What follows belongs to an exercise in optimizing a design on an open flow for small area, a short achievable clock period and few clock cycles per item; a production flow would make more cautious choices.
The RTL was checked by simulation tests, not by an equivalence proof against the original design.

Design point_set_zscore_normalizer_core, start of the top module:
module point_set_zscore_normalizer_core
(
    input  logic                      clk,
    input  logic                      rst_n,
    input  logic                      in_valid,
    output logic                      in_stall,
    input  logic signed [COORD_W-1:0] point_x,
    input  logic signed [COORD_W-1:0] point_y,
    input  logic                      end_of_set,
    output logic                      out_valid,
    input  logic                      out_stall,
    output logic signed [OUT_W-1:0]   norm_x,
    output logic signed [OUT_W-1:0]   norm_y,
    output logic [1:0]                status,
    output logic                      last
);
    logic [1:0]  iq_cnt;
    logic [20:0] iq0, iq1;        
    logic        in_stall_r;
    logic        push, pop;
    logic [1:0]  iq_cnt_nxt;
    assign in_stall   = in_stall_r;
    assign push       = in_valid && !in_stall_r;
    assign iq_cnt_nxt = iq_cnt + {1'b0, push} - {1'b0, pop};
    always_ff @(posedge clk or negedge rst_n)
    begin
        if (!rst_n)
        begin
            iq_cnt     <= '0;
            in_stall_r <= 1'b0;
        end
        else
        begin
            iq_cnt     <= iq_cnt_nxt;
            in_stall_r <= iq_cnt_nxt == 2'd2;
        end
    end
    always_ff @(posedge clk)
    begin
        if (pop)
        begin
            if (iq_cnt == 2'd2)
                iq0 <= iq1;
            else
                iq0 <= {end_of_set, point_y, point_x};
            iq1 <= {end_of_set, point_y, point_x};
        end
        else if (push)
        begin
            if (iq_cnt == 2'd0)
                iq0 <= {end_of_set, point_y, point_x};
            iq1 <= {end_of_set, point_y, point_x};
        end
    end
    logic                      h_eos;
    logic signed [COORD_W-1:0] h_x, h_y;
    assign h_eos = iq0[20];
    assign h_y   = iq0[19:10];
    assign h_x   = iq0[9:0];
    localparam int SW = $clog2(RING_D);
    logic [SW-1:0] occ;           
    logic [SW-1:0] rsel;          
    logic [SW-1:0] ph_off;
    logic [6:0]    n_load;        
    logic          keep, can_write, can_close, wr, rd, skip, rds, ph_taken;
    logic          cs_v;          
  ...
clock: 10.0 ns
lec_check: 0
abc_clock_period_in_ps: 5000
cap_margin: 20
core_margin: 2
core_utilization: 40
setup_slack_margin: 4.5
slew_margin: 20
run.sh (not shown) runs the stock make flow with config.mk's settings and CLKGATE_MAP_FILE= SYNTH_SCRIPT=/design/flow/synth_recipe.tcl, a recipe that flattens the netlist after the stock synthesis.
Testbench counts at the start, summed over its fixed seeds: cycles 3,564, items 2,044.
Edit:
--- a/flow/design.v
+++ b/flow/design.v
@@ -1,18 +1,18 @@
 `timescale 1ns / 1ps
 package pszn_pkg;
     localparam int MAX_POINTS = 64;
     localparam int FRAC_BITS  = 12;
     localparam int COORD_W    = 10;
     localparam int OUT_W      = 16;
-    localparam int RING_D = 96;
+    localparam int RING_D = 112;
     localparam int TF   = 26;
     localparam int TW   = TF + 12;   
     localparam int RW   = 64;        
     localparam int PW   = TF + 15;   
 endpackage
 `timescale 1ns / 1ps
 module pszn_ring #(
     parameter int WIDTH = 20,
     parameter int DEPTH = 64
 ) (
     input  logic                     clk,
@@ -682,26 +682,24 @@
     logic                      o_v, o_s;
     logic signed [7:0]  p0_ns;
     logic signed [17:0] np_x, np_y;
     assign p0_ns = $signed({1'b0, p0_n});
     assign np_x  = p0_ns * p0_x;
     assign np_y  = p0_ns * p0_y;
     logic signed [17:0] epx, enx, epy, eny;
     assign epx = p1_npx - p1_sx;
     assign enx = p1_sx - p1_npx;
     assign epy = p1_npy - p1_sy;
     assign eny = p1_sy - p1_npy;
-    logic [TW-1:0]        p2_tx, p2_ty;
+    logic [TW-1:0]        p2_tx, p2_ty;    
     logic [3:0][TW+3:0]   mqx, mqy;
-    assign p2_tx = d_tx[p2_s];
-    assign p2_ty = d_ty[p2_s];
     always_comb
     begin
         for (int i = 0; i < 4; i++)
         begin
             mqx[i] = p2_ex[4*i +: 4] * p2_tx;
             mqy[i] = p2_ey[4*i +: 4] * p2_ty;
         end
     end
     logic [PW-1:0] px, py;
     logic          ax_w, ay_w;
     always_comb
@@ -873,22 +871,24 @@
             p1_l   <= p0_l;
             p1_npx <= np_x;
             p1_npy <= np_y;
             p1_sx  <= p0_sx;
             p1_sy  <= p0_sy;
             p2_s  <= p1_s;
             p2_l  <= p1_l;
             p2_nx <= epx[17];
             p2_ny <= epy[17];
             p2_ex <= epx[17] ? enx[15:0] : epx[15:0];
             p2_ey <= epy[17] ? eny[15:0] : epy[15:0];
+            p2_tx <= d_tx[p1_s];
+            p2_ty <= d_ty[p1_s];
             p3_s  <= p2_s;
             p3_l  <= p2_l;
             p3_nx <= p2_nx;
             p3_ny <= p2_ny;
             p3_ex <= p2_ex;
             p3_ey <= p2_ey;
             p3_qx <= mqx;
             p3_qy <= mqy;
             p3_thx <= 17'h10000 - {1'b0, p2_ex};
             p3_thy <= 17'h10000 - {1'b0, p2_ey};
             p4_s  <= p3_s;
Effect: Via count goes up by a few percent; wire length goes up by a few percent; synthesized cell count goes up by a few percent; worst setup slack gets worse by 0.044 ns; final cell count goes up by a few percent; hold slack gets worse by 0.026 ns; core utilization stays flat; register-to-register slack gets worse by 0.04 ns.
Testbench counts after the change, summed over its fixed seeds: cycles 3,180, items 2,044.

* * *

== v6 ==
point_set_zscore_normalizer_core, a different RTL version from the one above (not shown whole).
For scale: about 20,000 cells after synthesis, roughly 4,500 flip-flops, ~230,000 um^2 of cells after synthesis.
==> module pszn_scale_step, before the edit <==
module pszn_scale_step
(
    input  logic [RW-1:0] z,
    input  logic [RW-1:0] v,
    input  logic [36:0]   b,
    output logic [RW-1:0] z_nxt,
    output logic [RW-1:0] v_nxt,
    output logic          bit_now
);
    logic [RW-1:0] bx, b4, vop;
    assign bit_now = !z[RW-1];
    assign bx      = RW'(b);
    assign b4      = RW'({b, 2'b00});
    assign vop     = bit_now ? ~v : v;
    assign z_nxt   = {z[RW-3:0], 2'b00} + ~bx + vop + (bit_now ? RW'(2) : RW'(1));
    assign v_nxt   = bit_now ? ({v[RW-2:0], 1'b0} + b4) : ({v[RW-2:0], 1'b0} - b4);
endmodule
Settings: LEC_CHECK=0, ABC_CLOCK_PERIOD_IN_PS=5000, CAP_MARGIN=20, CORE_MARGIN=2, CORE_UTILIZATION=40, SETUP_SLACK_MARGIN=4.5, SLEW_MARGIN=20; clock period 10.0 ns.
Testbench counts of v6, summed over its fixed seeds: cycles 3,094, items 2,044.
The inputs of v7 differ from those of v6 as listed below.
--- a/flow/design.v
+++ b/flow/design.v
@@ -57,11 +57,13 @@
     assign bit_now = !z[RW-1];
     assign bx      = RW'(b);
     assign b4      = RW'({b, 2'b00});
     assign vop     = bit_now ? ~v : v;
     assign z_nxt   = {z[RW-3:0], 2'b00} + ~bx + vop + (bit_now ? RW'(2) : RW'(1));
-    assign v_nxt   = bit_now ? ({v[RW-2:0], 1'b0} + b4) : ({v[RW-2:0], 1'b0} - b4);
+    logic [RW-1:0] bop;
+    assign bop     = bit_now ? b4 : ~b4;
+    assign v_nxt   = {v[RW-2:0], 1'b0} + bop + RW'(!bit_now);
 endmodule
 module pszn_mul_cs #(
     parameter int AW   = 16,
     parameter int BW   = 16,
     parameter int PWID = 32
==> run summary <==
Every stage of the flow completed for v6, and the final layout passed the timing, DRC and antenna checks. v7 was carried through to the last stage, and its layout satisfied the timing, DRC and antenna checks. [compare] base=v6 new=v7: total length of routed wires went down by 2.8%, total non-filler cell area in the finished layout comparable, average routed wire per standard cell moved down. [compare] base=v6 new=v7: simple-gate share of the synthesized area level; largest net degree at the start of global routing rose by 11; setup slack after placement picked up an extra 0.26 ns. Going from v6 to v7, the worst path arrival time was found to have gone up by 0.08 ns. Compared with v6, v7 shows global-route usage lower by 0.51 points. In v7, post-synthesis cell type count is lower than in v6. In v7 the setup slack turned out 0.061 ns lower than in v6.
Testbench counts of v7, summed over its fixed seeds: cycles 3,094, items 2,044.

* * *

point_set_zscore_normalizer_core, a different RTL version from the one above (not shown whole).
Size in the first run: about 4500 flip-flops.
export LEC_CHECK = 0
export ABC_CLOCK_PERIOD_IN_PS = 5000
export CAP_MARGIN = 20
export CORE_MARGIN = 2
export CORE_UTILIZATION = 40
export SETUP_SLACK_MARGIN = 4.5
export SLEW_MARGIN = 20
create_clock -name core_clock -period 10.0 [get_ports {clk}]
Testbench counts at the start, summed over its fixed seeds: cycles 3,094, items 2,044.
Next try:
--- a/flow/design.v
+++ b/flow/design.v
@@ -572,21 +572,19 @@
         .v_nxt   (vy_nxt),
         .bit_now (by_now)
     );
     logic [RW-1:0] z0;
     assign z0     = RW'({u_ri, 2'b00}) - RW'(u_bl) - RW'({u_bh, 16'd0});
     logic u_few, u_zx0, u_zy0;
     assign u_few = u_n < 7'd2;
     assign u_zx0 = u_few || u_dzx;
     assign u_zy0 = u_few || u_dzy;
-    logic step_x, step_y, rec_last;
-    logic [TW-1:0] tx_fin, ty_fin;
-    assign rec_last = (u_st == U_REC) && (u_kx <= 6'd1) && (u_ky <= 6'd1);
+    logic step_x, step_y;
     assign step_x = (u_st == U_REC1 || u_st == U_REC) && (u_kx != '0);
     assign step_y = (u_st == U_REC) && (u_ky != '0);
     always_ff @(posedge clk or negedge rst_n)
     begin
         if (!rst_n)
         begin
             u_st <= U_IDLE;
             u_ws <= 1'b0;
         end
@@ -599,28 +597,20 @@
                 U_PX:
                     u_st <= U_PY;
                 U_PY:
                     u_st <= U_BY;
                 U_BY:
                     u_st <= U_REC1;
                 U_REC1:
                     u_st <= U_REC;
                 U_REC:
-                    if (rec_last)
-                    begin
-                        if (!dv[u_ws])
-                        begin
-                            u_st <= U_IDLE;
-                            u_ws <= !u_ws;
-                        end
-                        else
-                            u_st <= U_DONE;
-                    end
+                    if ((u_kx <= 6'd1) && (u_ky <= 6'd1))
+                        u_st <= U_DONE;
                 U_DONE:
                     if (!dv[u_ws])
                     begin
                         u_st <= U_IDLE;
                         u_ws <= !u_ws;
                     end
                 default:
                     u_st <= U_IDLE;
             endcase
@@ -661,60 +651,59 @@
             end
             U_BY:
             begin
                 u_dzy <= u_dm == '0;
                 u_bl  <= mb_l;
                 u_bh  <= mb_h;
                 u_ri  <= mb_r;
                 u_ky  <= 6'(TW) - {2'd0, mb_k};
                 u_bx  <= b_sum;
+                u_zx  <= z0;
+                u_vx  <= RW'({b_sum, 2'b00});
                 u_xx  <= '0;
             end
             U_REC1:
             begin
                 u_by  <= b_sum;
+                u_zy  <= z0;
+                u_vy  <= RW'({b_sum, 2'b00});
                 u_xy  <= '0;
             end
             default:
             begin
             end
         endcase
         if (step_x)
         begin
+            u_zx <= zx_nxt;
+            u_vx <= vx_nxt;
             u_xx <= {u_xx[TW-2:0], bx_now};
             u_kx <= u_kx - 6'd1;
         end
         if (step_y)
         begin
+            u_zy <= zy_nxt;
+            u_vy <= vy_nxt;
             u_xy <= {u_xy[TW-2:0], by_now};
             u_ky <= u_ky - 6'd1;
         end
     end
-    always_ff @(posedge clk)
-    begin
-        u_zx <= (u_st == U_BY) ? z0 : zx_nxt;
-        u_vx <= (u_st == U_BY) ? RW'({b_sum, 2'b00}) : vx_nxt;
-        u_zy <= (u_st == U_REC1) ? z0 : zy_nxt;
-        u_vy <= (u_st == U_REC1) ? RW'({b_sum, 2'b00}) : vy_nxt;
-    end
     logic desc_we;
-    assign desc_we = (u_st == U_DONE || rec_last) && !dv[u_ws];
-    assign tx_fin  = step_x ? {u_xx[TW-2:0], bx_now} : u_xx;
-    assign ty_fin  = step_y ? {u_xy[TW-2:0], by_now} : u_xy;
+    assign desc_we = (u_st == U_DONE) && !dv[u_ws];
     always_ff @(posedge clk)
     begin
         if (desc_we)
         begin
             d_n[u_ws]  <= u_n;
             d_sx[u_ws] <= u_sx;
             d_sy[u_ws] <= u_sy;
-            d_tx[u_ws] <= tx_fin;
-            d_ty[u_ws] <= ty_fin;
+            d_tx[u_ws] <= u_xx;
+            d_ty[u_ws] <= u_xy;
             d_bx[u_ws] <= u_bx;
             d_by[u_ws] <= u_by;
             d_zx[u_ws] <= u_zx0;
             d_zy[u_ws] <= u_zy0;
             if (u_few)
                 d_st[u_ws] <= 2'd1;
             else if (u_drop)
                 d_st[u_ws] <= 2'd3;
             else if (u_dzx || u_dzy)
- The new run finished with timing, DRC and antenna clean
- final area grows by 0.76%
- critical path depth shrinks by 1
- setup slack gets worse by 10 ps
- fmax stays flat
- final cell count is about the same
- global-route usage grows by 0.21 points
- die area grows by 0.95%
- core utilization shrinks by 0.20 points
- first-iteration DRC count shrinks by 3.7%
- sequential share of layout area grows by 0.60 points
Testbench counts after the change, summed over its fixed seeds: cycles 3,121, items 2,044.

-- port drivers added, routing unchanged --
The results above use ideal ports. As a check the final layouts listed here were re-extracted and re-timed, cells and wires unchanged. Step 1 assumes that a clkbuf_16 drives the clock port and a buf_2 every other input. Step 2 moves the port delays by t, midway between the first and last clock arrival at a register: inputs arrive t later, outputs are due t later. That takes back most of the time a late clock gives input paths. Slacks: ideal ports / drivers / drivers and shift; pairs: ideal ports / drivers.
run	t (ns)	slack for setup (ns)	latest minus earliest clock arrival (ns)
the first run of note 1	1.129	4.614 / 4.614 / 3.862	0.086 / 0.085
the second run of note 1	1.154	4.570 / 4.570 / 3.842	0.172 / 0.172
v6	1.120	4.725 / 4.725 / 4.357	0.111 / 0.111
v7	1.128	4.665 / 4.665 / 4.529	0.127 / 0.128
the first run of note 3	1.143	4.555 / 4.555 / 4.555	0.125 / 0.125
the second run of note 3	1.143	4.545 / 4.545 / 4.254	0.165 / 0.165
After both steps every run listed still meets setup and hold. The setup slack of the first run of note 1, which loses most, moves by 0.000 ns with the drivers and by -0.752 ns with both steps.
